This design comes from an exercise in tuning for a short achievable clock period and few clock cycles per item on the open sky130 flow, not from production work. Only simulation tests tie the RTL to the original design; equivalence was not proved. Power figures rest on the tool's default switching activity, not on a simulated workload.

## config.mk

```make
export PLATFORM = sky130hd
export DESIGN_NAME = multicycle_cpu
export DESIGN_NICKNAME = multicycle_cpu
export VERILOG_FILES = /design/flow/design.v
export SDC_FILE = /design/flow/constraint.sdc
export NUM_CORES = 4
export LEC_CHECK = 0
export CAP_MARGIN = 20
export CORE_MARGIN = 2
export CORE_UTILIZATION = 40
export PLACE_DENSITY = 0.6
export SLEW_MARGIN = 20
```

## constraint.sdc

```tcl
create_clock -name core_clock -period 6.0 [get_ports {clk}]
set_input_delay 1.2000 -clock core_clock [delete_from_list [all_inputs] [get_ports {clk}]]
set_output_delay 1.2000 -clock core_clock [all_outputs]
set_load 0.01 [all_outputs]
```

## design.v

```verilog
module multicycle_cpu #(
  parameter int          XLEN     = 64,
  parameter int          NREG     = 32,
  parameter logic [63:0] RESET_PC = '0
) (
  input  logic            clk,
  input  logic            reset,
  output logic            mem_req,
  output logic            mem_we,
  output logic [XLEN-1:0] mem_addr,
  output logic [XLEN-1:0] mem_wdata,
  input  logic [XLEN-1:0] mem_rdata,
  input  logic            mem_ready,
  output logic            halted,
  output logic            illegal,
  output logic [XLEN-1:0] dbg_pc
);
  localparam int RW = $clog2(NREG);
  typedef enum logic [2:0] {
    S_FETCH, S_DECODE, S_EXECUTE, S_MEM, S_WB, S_HALT
  } state_t;
  typedef enum logic [2:0] {
    OP_ADD, OP_SUB, OP_AND, OP_OR, OP_ADDI, OP_LD, OP_SD, OP_BEQ
  } op_t;
  state_t          state;
  op_t             op, dec_op;
  logic            dec_ok;
  logic [31:0]     ir;
  logic [XLEN-1:0] pc, oldpc, a, b, imm, aluout, mdr;
  logic [XLEN-1:0] dec_imm, alu_res, br_target;
  logic [XLEN-1:0] imm_i, imm_s, imm_b;
  logic [XLEN-1:0] rf [NREG];
  logic [6:0]    opcode, funct7;
  logic [2:0]    funct3;
  logic [RW-1:0] rs1, rs2, rd;
  assign opcode = ir[6:0];
  assign funct3 = ir[14:12];
  assign funct7 = ir[31:25];
  assign rs1    = ir[15 +: RW];
  assign rs2    = ir[20 +: RW];
  assign rd     = ir[7 +: RW];
  assign imm_i = {{(XLEN-12){ir[31]}}, ir[31:20]};
  assign imm_s = {{(XLEN-12){ir[31]}}, ir[31:25], ir[11:7]};
  assign imm_b = {{(XLEN-13){ir[31]}}, ir[31], ir[7], ir[30:25], ir[11:8], 1'b0};
  assign dbg_pc = pc;
  always_comb begin
    dec_ok  = 1'b1;
    dec_op  = OP_ADD;
    dec_imm = imm_i;
    case (opcode)
      7'b0110011: begin
        if      (funct7 == 7'b0000000 && funct3 == 3'b000) dec_op = OP_ADD;
        else if (funct7 == 7'b0100000 && funct3 == 3'b000) dec_op = OP_SUB;
        else if (funct7 == 7'b0000000 && funct3 == 3'b111) dec_op = OP_AND;
        else if (funct7 == 7'b0000000 && funct3 == 3'b110) dec_op = OP_OR;
        else dec_ok = 1'b0;
      end
      7'b0010011: begin
        dec_op = OP_ADDI;
        dec_ok = (funct3 == 3'b000);
      end
      7'b0000011: begin
        dec_op = OP_LD;
        dec_ok = (funct3 == 3'b011);
      end
      7'b0100011: begin
        dec_op  = OP_SD;
        dec_imm = imm_s;
        dec_ok  = (funct3 == 3'b011);
      end
      7'b1100011: begin
        dec_op  = OP_BEQ;
        dec_imm = imm_b;
        dec_ok  = (funct3 == 3'b000);
      end
      default: dec_ok = 1'b0;
    endcase
  end
  always_comb begin
    case (op)
      OP_ADD:  alu_res = a + b;
      OP_SUB:  alu_res = a - b;
      OP_AND:  alu_res = a & b;
      OP_OR:   alu_res = a | b;
      default: alu_res = a + imm;
    endcase
    br_target = (a == b) ? oldpc + imm : pc;
  end
  always_ff @(posedge clk) begin
    if (reset) begin
      state     <= S_FETCH;
      op        <= OP_ADD;
      pc        <= RESET_PC[XLEN-1:0];
      oldpc     <= '0;
      ir        <= '0;
      a         <= '0;
      b         <= '0;
      imm       <= '0;
      aluout    <= '0;
      mdr       <= '0;
      mem_req   <= 1'b0;
      mem_we    <= 1'b0;
      mem_addr  <= '0;
      mem_wdata <= '0;
      halted    <= 1'b0;
      illegal   <= 1'b0;
      for (int i = 0; i < NREG; i++) rf[i] <= '0;
    end else begin
      case (state)
        S_FETCH: begin
          if (!mem_req) begin
            mem_req  <= 1'b1;
            mem_we   <= 1'b0;
            mem_addr <= pc;
          end else if (mem_ready) begin
            mem_req <= 1'b0;
            ir      <= mem_rdata[31:0];
            oldpc   <= pc;
            pc      <= pc + XLEN'(4);
            state   <= S_DECODE;
          end
        end
        S_DECODE: begin
          a   <= rf[rs1];
          b   <= rf[rs2];
          imm <= dec_imm;
          op  <= dec_op;
          if (ir == 32'h0000_0073) begin
            halted <= 1'b1;
            state  <= S_HALT;
          end else if (!dec_ok) begin
            halted  <= 1'b1;
            illegal <= 1'b1;
            state   <= S_HALT;
          end else begin
            state <= S_EXECUTE;
          end
        end
        S_EXECUTE: begin
          aluout <= alu_res;
          case (op)
            OP_LD, OP_SD: begin
              mem_req   <= 1'b1;
              mem_we    <= (op == OP_SD);
              mem_addr  <= alu_res;
              mem_wdata <= b;
              state     <= S_MEM;
            end
            OP_BEQ: begin
              pc       <= br_target;
              mem_req  <= 1'b1;
              mem_we   <= 1'b0;
              mem_addr <= br_target;
              state    <= S_FETCH;
            end
            default: state <= S_WB;
          endcase
        end
        S_MEM: begin
          if (mem_ready) begin
            if (op == OP_LD) begin
              mdr     <= mem_rdata;
              mem_req <= 1'b0;
              state   <= S_WB;
            end else begin
              mem_we   <= 1'b0;
              mem_addr <= pc;
              state    <= S_FETCH;
            end
          end
        end
        S_WB: begin
          if (rd != '0) rf[rd] <= (op == OP_LD) ? mdr : aluout;
          mem_req  <= 1'b1;
          mem_we   <= 1'b0;
          mem_addr <= pc;
          state    <= S_FETCH;
        end
        default: state <= S_HALT;
      endcase
    end
  end
endmodule
```

## run.sh

```bash
#!/bin/bash
# synth_recipe.tcl (not shown) runs the flow's synth.tcl, then flattens the netlist and writes it again
# the make line also repeats each setting of config.mk as NAME=value (left out here)
make -C /OpenROAD-flow-scripts/flow DESIGN_CONFIG=/design/flow/config.mk WORK_HOME=/design/flow/orfs CLKGATE_MAP_FILE= SYNTH_SCRIPT=/design/flow/synth_recipe.tcl finish
```

==> run summary <==
kinds of logic after synthesis:
family	count (synthesis)	share of synthesized area
AOI/OAI and AO/OA	2284	0.102
xor gates and xnor gates	172	0.0107
adders and majority gates	323	0.0286
buffers and inverters	1392	0.0376
DFF	2615	0.513
muxes	1549	0.196
other	1	0.0000264
and+or+nand+nor	3909	0.112
routing by layer:
layer,up-vias,part of all wire,track usage
met5,-,0.00012,0
met4,10,0.073,0.200
met3,1922,0.13,0.0863
met2,8439,0.44,0.500
met1,55886,0.35,0.414
li1,45517,-,-
critical path, stage by stage (launching register included):
cell and delay [ps]:
dfxtp_1 830, inv_1 110, ha_1 390, nor4_1 900, and3_1 290, o21ai_0 210
o311ai_0 180, a21oi_1 150, o21ba_2 300, o211ai_1 520, xnor2_1 210, a221oi_1 580
o211ai_1 170, o211a_1 150
report_power, final:
| group | internal [mW] | switching [mW] |
|---|---|---|
| clock network | 10.2 | 7.84 |
| registers | 20.2 | 0.757 |
| logic | 3.86 | 6.69 |
| total | 34.2 | 15.3 |
state kept, by name (all words and copies together), names as in the netlist, 3 cells and up:
register and count:
rf 2048, mem_wdata 64, pc 64, ir 32, mdr 64, oldpc 64
a 64, mem_addr 64, state 3, imm 13, aluout 64, op 3
b 64
layout make-up:
class,count,share of cell area
clock buffers,378,0.0487
clock inverters,136,0.00865
diodes,8,0.000124
multi-input cells,8301,0.404
well taps,4730,0.0367
repair buffers,718,0.0438
flip-flops and latches,2615,0.453
inverters,247,0.00579
how the worst max path moves through the flow:
stage,start,end,slack [ps],depth (start not counted)
6_report,a[19],mem_addr[53],870,13
5_1_grt,imm[12],aluout[51],740,14
4_1_cts,op[2],mem_addr[56],1030,17
3_5_place_dp,op[2],mem_addr[56],1050,17
3_3_place_gp,b[51],pc[45],480,11
2_1_floorplan,imm[12],mem_addr[61],1260,17
placed cells by master (no fill, tap or decap), types with 261 or more instances in the layout:
master           Yosys  final
nand2_1            904    839
clkdlybuf4s50_1      0    261
buf_4                6    378
ha_1               320    320
a21oi_1            861    861
dfxtp_1            567    553
nor2_1            2486   2476
clkbuf_16            0    293
o21ai_0            376    373
edfxtp_1          2048   2048
mux2i_1            501    435
mux4_2             971    971
stage by stage:
stage               power (mW)  area, um2   util  hold WS, ps
floorplan                 27.3     142000      -          431
global placement          31.5     152000  0.429          440
detailed placement        31.5     152000  0.430          442
CTS                       49.2     161000  0.456          451
global route              50.6     161000  0.456          467
finish                    49.5     161000  0.456          448
==> metrics.yaml <==
run_status:
  status: "finished clean"
setup_path:
  end_kind: "flop"
  cp_max_fo: 5
  crit_type: "reg -> reg"
  r2r_end: "mem_addr[53]"
  rr_startpoint: "a[19]"
  cp.required_ps: 6820
  cp-start-kind: "flop"
  cp.arrival_ps: 5950
  reg2regPathDepth: 13
  r2r_slack_ps: 870
global_routing:
  grt_start_max_net_pins: 124
  grt_pass1_wl_mm: 827
  grt_pass1_vias: 105404
  track_usage: 0.327
  antenna_found_initial: 22
  overflow: 0
sta:
  fmax_ghz: 0.195
  finalCritPeriodShare: 0.855
  relSlewSlack: 0.138
  setup_viol: 0
  skew_ps: 66.5
  worst_slack_ps: 871
  hold_viol: 0
  fin_crit_ps: 5130
  worst_pin_slew_ps: 1260
  finalSetupTns_ps: 0
  slew_viol_final: 0
  grt_setup_unrepaired: "false"
synth:
  async_reset_ff_frac: 0
  seq_area_frac_synth: 0.513
  synth_cell_types: 109
  post_synth.cell_area_avg_um2: 11.6
  netlist_area_mm2: 0.142
  netlist.area_leader.share: 0.433
  yosys_warnings: 1
  synth_edf_count: 2048
  yosys_register_bits: 2615
  yosysTopAreaCell: "edfxtp_1"
  synth_ff_type: "edfxtp_1"
  synth_area_leaders: "edfxtp_1, mux4_2, dfxtp_1, nor2_1, mux2i_1"
  synth.most_common_cell: "nor2_1"
  synthCells: 12245
  yosys-top-cells-count: "nor2_1, edfxtp_1, mux4_2"
cts:
  postCtsSetupRepairBufs: 0
  postCtsHoldBufs: 0
  clk_pin_slew_ps: 60
  root_buffer: "clkbuf_16"
  clkSinkCount: 2615
  clk_path_buf_depth: 4
  numCtsBuffers: 285
  ctsHtreeMaxLevel: 5
  cts_tree: "done"
  insertion_delay_ps: 950
  cts_resized: 0
die:
  coreArea_mm2: 0.353
  start_util: 0.402
  die_w_um: 600
  dieArea_mm2: 0.359
  die_y_um: 600
  num_rows: 218
  ioPinCount: 263
place:
  dp_hpwl_mm: 381
  gp_congestion: 0.959
  port_buffers: 262
  dpl.cell_count: 16605
  place_ws_ps: 1050
routing:
  dr.pass1.iters: 8
  drc_errors: 0
  routedWlPerCell_um: 35.1
  drt_iter0_drc: 17991
  finalWirelength_mm: 602
  avgViaCountPerCell: 6.52
  detail-route-antenna-nets: 0
  vias: 111774
flow_run:
  max_cap_violations: 0
finish:
  ff_latch_area_mm2: 0.0729
  layout.nets: 12558
  layout-drive-gt1-share: 0.177
  layout.cells.non_filler: 17133
  fillers: 32015
  area_delta_synth_final_pct: 13.5
  multi_input_area_mm2: 0.0650
hold_path:
  hold_depth: 2
  hold_start: "mem_addr[15]"
  hp-class: "reg -> reg"
  whs_endpoint: "mem_addr[15]"
power_and_ir_drop:
  max-vdd-ir-drop_mv: 0.237
  power_leakage_nw: 52.2
  power_density_mw_per_mm2: 307
Testbench counts, summed over its fixed seeds: cycles 306,178, instrs 77,735.

-- what the ideal ports hide --
How much do the figures lean on ideal ports? The routed layout below was timed once more, with nothing changed but the port constraints.
Step 1 sets driving cells, clkbuf_16 on the clock port and buf_2 on the other inputs (assumed; they add their load-dependent delay and slew).
Step 2 moves the port delays by t, midway between the first and last clock arrival at a register: inputs arrive t later, outputs are due t later. That takes back most of the time a late clock gives input paths.
a / b / c = no drivers / after step 1 / after step 2; a / b = the first two.
t (ns): 1.028
setup WS [ns]: 0.871 / 0.871 / 0.832
latest minus earliest clock arrival (ns): 0.073 / 0.073
worst slew at a driven data input, ns: 0.32
pins driven straight from the clock port: 1
After both steps this run still meets setup and hold. The setup slack of this run moves by 0.000 ns with the drivers and by -0.039 ns with both steps.
